Context: an optimization exercise on an open-source flow, tuned for small area, a short achievable clock period and few clock cycles per item. The choices shown serve that exercise and are no tape-out recipe. The RTL was checked by simulation tests, not by an equivalence proof against the original design. Power figures rest on the tool's default switching activity, not on a simulated workload.

===== design/flow/config.mk =====
export PLATFORM = sky130hd
export DESIGN_NAME = systolic_array_os
export DESIGN_NICKNAME = systolic_array_os
export VERILOG_FILES = /design/flow/design.v
export SDC_FILE = /design/flow/constraint.sdc
export NUM_CORES = 4
export LEC_CHECK = 0
export CAP_MARGIN = 20
export CORE_MARGIN = 2
export CORE_UTILIZATION = 40
export SLEW_MARGIN = 20

===== design/flow/constraint.sdc =====
create_clock -name core_clock -period 9.0 [get_ports {clk}]
set_input_delay 1.8000 -clock core_clock [delete_from_list [all_inputs] [get_ports {clk}]]
set_output_delay 1.8000 -clock core_clock [all_outputs]
set_load 0.01 [all_outputs]

===== design/flow/design.v =====
module systolic_array_os #(
  parameter  int N      = 4,
  parameter  int DATA_W = 8,
  parameter  int ACC_W  = 24,
  parameter  int MAX_K  = 64,
  localparam int KW     = $clog2(MAX_K + 1),
  localparam int IW     = (N > 1) ? $clog2(N) : 1
) (
  input  logic                clk,
  input  logic                reset_n,
  input  logic                start,
  input  logic [KW-1:0]       k_len,
  input  logic                in_valid,
  output logic                in_ready,
  input  logic [N*DATA_W-1:0] a_vec,
  input  logic [N*DATA_W-1:0] b_vec,
  output logic                out_valid,
  input  logic                out_ready,
  output logic [IW-1:0]       out_idx,
  output logic [N*ACC_W-1:0]  out_row,
  output logic                busy,
  output logic                done
);
  typedef enum logic [1:0] {IDLE = 2'd0, STREAM = 2'd1, DRAIN = 2'd2, OUT = 2'd3} state_t;
  localparam int DCW = $clog2(2 * N);
  state_t         state, state_next;
  logic [KW-1:0]  k_lat, k_cnt;
  logic [DCW-1:0] drain_cnt;
  logic [IW-1:0]  row_cnt;
  logic           clr, accept, run, take, last_beat, last_drain, last_row;
  logic signed [DATA_W-1:0] a_h [N][N];
  logic signed [DATA_W-1:0] b_h [N][N];
  logic signed [ACC_W-1:0]  acc [N][N];
  assign clr        = (state == IDLE) && start;
  assign in_ready   = (state == STREAM);
  assign accept     = in_valid && in_ready;
  assign run        = (state == STREAM) || (state == DRAIN);
  assign out_valid  = (state == OUT);
  assign take       = out_valid && out_ready;
  assign busy       = (state != IDLE);
  assign last_beat  = (k_cnt + KW'(1)) == k_lat;
  assign last_drain = drain_cnt == DCW'(2 * N - 2);
  assign last_row   = row_cnt == IW'(N - 1);
  assign out_idx    = row_cnt;
  always_ff @(posedge clk or negedge reset_n) begin
    if (!reset_n) state <= IDLE;
    else          state <= state_next;
  end
  always_comb begin
    state_next = state;
    case (state)
      IDLE:    if (start) state_next = (k_len == '0) ? OUT : STREAM;
      STREAM:  if (accept && last_beat) state_next = DRAIN;
      DRAIN:   if (last_drain) state_next = OUT;
      OUT:     if (take && last_row) state_next = IDLE;
      default: state_next = IDLE;
    endcase
  end
  always_ff @(posedge clk or negedge reset_n) begin
    if (!reset_n) begin
      k_lat     <= '0;
      k_cnt     <= '0;
      drain_cnt <= '0;
      row_cnt   <= '0;
      done      <= 1'b0;
    end else begin
      done <= take && last_row;
      if (clr) begin
        k_lat     <= k_len;
        k_cnt     <= '0;
        drain_cnt <= '0;
        row_cnt   <= '0;
      end else begin
        if (accept) k_cnt <= k_cnt + KW'(1);
        if (state == DRAIN) drain_cnt <= drain_cnt + DCW'(1);
        if (take) row_cnt <= last_row ? '0 : row_cnt + IW'(1);
      end
    end
  end
  for (genvar i = 0; i < N; i++) begin : g_skew
    logic signed [DATA_W-1:0] a_new, b_new;
    assign a_new = accept ? a_vec[i*DATA_W +: DATA_W] : '0;
    assign b_new = accept ? b_vec[i*DATA_W +: DATA_W] : '0;
    if (i == 0) begin : g_direct
      assign a_h[0][0] = a_new;
      assign b_h[0][0] = b_new;
    end else begin : g_delay
      logic signed [DATA_W-1:0] a_d [i];
      logic signed [DATA_W-1:0] b_d [i];
      always_ff @(posedge clk or negedge reset_n) begin
        if (!reset_n) begin
          for (int d = 0; d < i; d++) begin
            a_d[d] <= '0;
            b_d[d] <= '0;
          end
        end else if (clr) begin
          for (int d = 0; d < i; d++) begin
            a_d[d] <= '0;
            b_d[d] <= '0;
          end
        end else begin
          a_d[0] <= a_new;
          b_d[0] <= b_new;
          for (int d = 1; d < i; d++) begin
            a_d[d] <= a_d[d-1];
            b_d[d] <= b_d[d-1];
          end
        end
      end
      assign a_h[i][0] = a_d[i-1];
      assign b_h[0][i] = b_d[i-1];
    end
  end
  for (genvar i = 0; i < N; i++) begin : g_row
    for (genvar j = 0; j < N; j++) begin : g_col
      logic signed [2*DATA_W-1:0] prod;
      logic signed [ACC_W-1:0]    acc_q, acc_next;
      assign prod = (2*DATA_W)'(a_h[i][j]) * (2*DATA_W)'(b_h[i][j]);
      assign acc_next = acc_q + ACC_W'(prod);
      always_ff @(posedge clk or negedge reset_n) begin
        if (!reset_n)  acc_q <= '0;
        else if (clr)  acc_q <= '0;
        else if (run)  acc_q <= acc_next;
      end
      assign acc[i][j] = acc_q;
      if (j < N - 1) begin : g_pass_a
        logic signed [DATA_W-1:0] a_q;
        always_ff @(posedge clk or negedge reset_n) begin
          if (!reset_n) a_q <= '0;
          else if (clr) a_q <= '0;
          else          a_q <= a_h[i][j];
        end
        assign a_h[i][j+1] = a_q;
      end
      if (i < N - 1) begin : g_pass_b
        logic signed [DATA_W-1:0] b_q;
        always_ff @(posedge clk or negedge reset_n) begin
          if (!reset_n) b_q <= '0;
          else if (clr) b_q <= '0;
          else          b_q <= b_h[i][j];
        end
        assign b_h[i+1][j] = b_q;
      end
    end
  end
  always_comb begin
    out_row = '0;
    if (state == OUT) begin
      for (int j = 0; j < N; j++) out_row[j*ACC_W +: ACC_W] = acc[row_cnt][j];
    end
  end
endmodule

===== design/flow/run.sh =====
#!/bin/bash
# synth_recipe.tcl (not shown) runs the flow's synth.tcl, then flattens the netlist and writes it again
# the make line also repeats each setting of config.mk as NAME=value (left out here)
make -C /OpenROAD-flow-scripts/flow DESIGN_CONFIG=/design/flow/config.mk WORK_HOME=/design/flow/orfs CLKGATE_MAP_FILE= SYNTH_SCRIPT=/design/flow/synth_recipe.tcl finish

==> impl_metrics.env <==
export IMPL_syn_area_per_cell_um2=9.599
export IMPL_async_reset_ff_share_pct=100.0
export IMPL_netlist_top_cells_area="fa_1, dfrtp_1, ha_1, inv_1, and2_1"
export IMPL_numPortBuffers=177
export IMPL_rsz0062_at_grt="no"
export IMPL_synth_top_family_by_area="adder cells"
export IMPL_post_cts_buffers=0
export IMPL_endpoint="g_row[0].g_col[0].acc_q[23]$_DFFE_PN0P_"
export IMPL_r2r_slack_ns=2.32
export IMPL_status="timing/DRC/antenna clean"
export IMPL_htree_levels=3
export IMPL_p_comb_share_pct=60.2
export IMPL_synth_edff_count=0
export IMPL_max_freq_mhz=132.9
export IMPL_ctsHoldBuffers=0
export IMPL_reg2reg_from="state[1]$_DFFE_PN0P_"
export IMPL_syn_nets=12710
export IMPL_insertion_delay_ns=0.75
export IMPL_core_um2=240800
export IMPL_dieWidth_um=496.2
export IMPL_ys_seq_area_share_pct=17.92
export IMPL_yosys_area_top_type="fa_1"
export IMPL_synth_compound_area_share_pct=8.658
export IMPL_period_share_pct=83.63
export IMPL_n_fill_cell=23190
export IMPL_route_detailed_wl_per_inst_um=21.33
export IMPL_yosys_cell_types_count=75
export IMPL_grt_max_degree=183
export IMPL_synth_xor_area_share_pct=3.308
export IMPL_numClockSinks=694
export IMPL_power_frac_seq_pct=23.8
export IMPL_relSlewSlack_pct=17.12
export IMPL_io_pins=178
export IMPL_grt_use_total_pct=23.91
export IMPL_hp_class="reg -> reg"
export IMPL_p_sw_share_pct=51.67
export IMPL_num_rows=180
export IMPL_yosys_top_cells_count="inv_1, fa_1, ha_1"
export IMPL_cp_depth=18
export IMPL_antenna_found_initial=17
export IMPL_initial_core_util_pct=40.25
export IMPL_clockPowerShare_pct=16.0
export IMPL_max_cap_violations=0
export IMPL_drtIter0Drc=4523
export IMPL_arrival_ns=8.10
export IMPL_internal_power_uw=11700
export IMPL_drt_pre_antenna_iters=6
export IMPL_end_kind="register"
export IMPL_rr_worst_depth=19
export IMPL_cp_top_family="adder cells"
export IMPL_syn_inst=10100
export IMPL_grt_pass1_wl_um=449900
export IMPL_grt_pass1_vias=75690
export IMPL_drive_gt1_share_pct=2.812
export IMPL_cpMaxStageDelayCell="clkdlybuf4s50_1"
export IMPL_setup_tns_ns=0
export IMPL_synth_fa_ha_area_share_pct=45.69
export IMPL_final_hold_viol_count=0
export IMPL_path_clk_slew_ns=0.06
export IMPL_yosysMostFrequentCell="inv_1"
export IMPL_ir_drop_v=0.0002918
export IMPL_crit_chain="clkdlybuf4s50_1, and2_4, nand3_1, fa_1, fa_1, inv_1, fa_1, fa_1, ha_1, ha_1, a21o_1, a21o_1, a21oi_1, o32ai_1, nor4b_2, a31oi_1, xnor2_1, a21oi_1"
export IMPL_ctsResizeCount=0
export IMPL_cts_tree="yes"
export IMPL_p_sw_uw=12510
export IMPL_power_uw=24220
export IMPL_fin_util_pct=43.77
export IMPL_hpwl_um=229500
export IMPL_die_area_um2=246200
export IMPL_synth_main_ff_cell="dfrtp_1"
export IMPL_worstPathRequired_ns=9.57
export IMPL_worst_hold_slack_ns=0.4377
export IMPL_drc=0
export IMPL_gp_congestion=0.9406
export IMPL_r2r_end="g_row[0].g_col[0].acc_q[23]$_DFFE_PN0P_"
export IMPL_grt_overflow=0
export IMPL_via_per_inst=5.134
export IMPL_netlist_area_um2=96910
export IMPL_setup_worst_path_start="in_valid"
export IMPL_yosys_warnings=10
export IMPL_leakage_uw=0.05591
export IMPL_cpMostUsedCell="fa_1"
export IMPL_yosysTopAreaCellShare_pct=34.37
export IMPL_synthMuxAreaShare_pct=1.864
export IMPL_die_height_um=496.2
export IMPL_synth_seq_cells=694
export IMPL_start_kind="input pin"
export IMPL_areaGrowthSynthToFinish_pct=8.744
export IMPL_setup_viol=0
export IMPL_ant_nets=0
export IMPL_clock_skew_ns=0.05765
export IMPL_numCtsBuffers=89
export IMPL_ctsRootBufferMaster="clkbuf_16"
export IMPL_route_vias_total=68790
export IMPL_routed_wl_um=285700
export IMPL_cp_buffers_inverters=2
export IMPL_tightest_slew_ns=1.243
export IMPL_place_area_um2=102200
export IMPL_slew_viol_final=0
export IMPL_yosys_area_share_simple_pct=11.89
export IMPL_fin_area_um2=105400
export IMPL_max_stage_delay_ns=0.76
export IMPL_clockBufferDepth=3
export IMPL_nets=12750
export IMPL_fin_crit_ns=7.527
export IMPL_cp_max_fo=49
export IMPL_power_density_nw_per_um2=229.8
export IMPL_setup_worst_path_class="in -> reg"
## state kept, by name (all words and copies together), names as in the netlist
| signal | count |
|---|---|
| g_row.g_col.g_pass_a.a_q | 96 |
| done | 1 |
| g_row.g_col.g_pass_b.b_q | 96 |
| g_skew.g_delay.b_d | 48 |
| state | 2 |
| g_skew.g_delay.a_d | 48 |
| k_cnt | 7 |
| row_cnt | 2 |
| drain_cnt | 3 |
| k_lat | 7 |
| g_row.g_col.acc_q | 384 |
## logic make-up (layout without fill, tap and decap cells)
kind of cell,Yosys count,in the layout
xor gates and xnor gates,366,366
other,0,6
DFF,694,694
AOI/OAI and AO/OA,1285,1285
muxes,178,178
and+or+nand+nor,2277,2277
buffers and inverters,2756,2867
adders and majority gates,2540,2540
## cell type report
cell class / count / area [um2] / share of cell area, %
multi-input cells: 6646 / 69370 / 65.82
flip-flops and latches: 694 / 17370 / 16.48
inverters: 2467 / 9265 / 8.792
well taps: 3185 / 3985 / 3.782
clock buffers: 111 / 2454 / 2.328
repair buffers: 237 / 2297 / 2.180
clock inverters: 52 / 634.4 / 0.6020
diodes: 6 / 15.01 / 0.01425
## routing by layer
metal	global-route usage, %	share of wire [%]
met3	3.740	6.0
met4	11.14	5.4
met2	40.15	48
met1	30.26	40
met5	0	0.020
## power by group through the flow
stage	Clock, uW	Combinational (uW)	Sequential, uW
CTS	3980	14600	5750
detailed placement	0	14400	5800
global route	4080	16400	5820
finish	3880	14600	5760
floorplan	0	10200	4670
global placement	0	14200	5790
## placed cells by master, fill, tap and decap left out, types with 158 or more instances in the layout
cell             Yosys  final
mux2i_1            158    158
xnor2_1            252    252
a21oi_1            292    292
fa_1              1664   1664
inv_1             2466   2466
dfrtp_1            694    694
ha_1               876    870
clkdlybuf4s50_1      0    176
nor2_1             421    418
o21ai_0            252    230
and2_1             747    746
nand2_1            648    633
## metrics by stage
stage | cells | setup slack (ns)
final | 13400 | 1.473
after global routing | 13390 | 1.159
after CTS | 13390 | 1.485
after detailed placement | 13230 | 0.7046
after global placement | 13230 | 0.7071
after floorplan | 10100 | 1.452
## worst min path at each step
stage                                                      from                                    end  slack [ns]  cells past startpoint
after global routing      g_skew[2].g_delay.a_d[0][3]$_DFF_PN0_  g_skew[2].g_delay.a_d[1][3]$_DFF_PN0_        0.45                      1
after CTS                 g_skew[2].g_delay.a_d[0][3]$_DFF_PN0_  g_skew[2].g_delay.a_d[1][3]$_DFF_PN0_        0.44                      1
final                     g_skew[2].g_delay.a_d[0][3]$_DFF_PN0_  g_skew[2].g_delay.a_d[1][3]$_DFF_PN0_        0.44                      1
after global placement    g_skew[3].g_delay.a_d[0][3]$_DFF_PN0_  g_skew[3].g_delay.a_d[1][3]$_DFF_PN0_        0.44                      1
after floorplan           g_skew[2].g_delay.a_d[0][0]$_DFF_PN0_  g_skew[2].g_delay.a_d[1][0]$_DFF_PN0_        0.43                      1
after detailed placement  g_skew[2].g_delay.a_d[0][6]$_DFF_PN0_  g_skew[2].g_delay.a_d[1][6]$_DFF_PN0_        0.44                      1
Testbench counts, summed over its fixed seeds: cycles 17,479, jobs 384.

-- separate check: timing with driven ports --
No port has a modelled driver above. Below, the same layout with a new extraction and two added sets of constraints. Step 1 (the two cells are an assumption about what drives the block):
set clk [get_ports {clk}]
set_driving_cell -lib_cell sky130_fd_sc_hd__clkbuf_16 $clk
set_driving_cell -lib_cell sky130_fd_sc_hd__buf_2 [delete_from_list [all_inputs] $clk]
Step 2 also shifts input and output timing later by t, the mid clock arrival at the registers, as if the neighbouring blocks saw the same clock. Three values: no drivers, after step 1, after step 2; two values: the first two.
t (ns): 0.823
setup slack, ns: 1.473 / 1.551 / 0.728
latest minus earliest clock arrival (ns): 0.060 / 0.060
After both steps setup and hold are still met in this run. For this run, drivers alone change the setup slack by +0.078 ns; drivers and shift together by -0.745 ns.
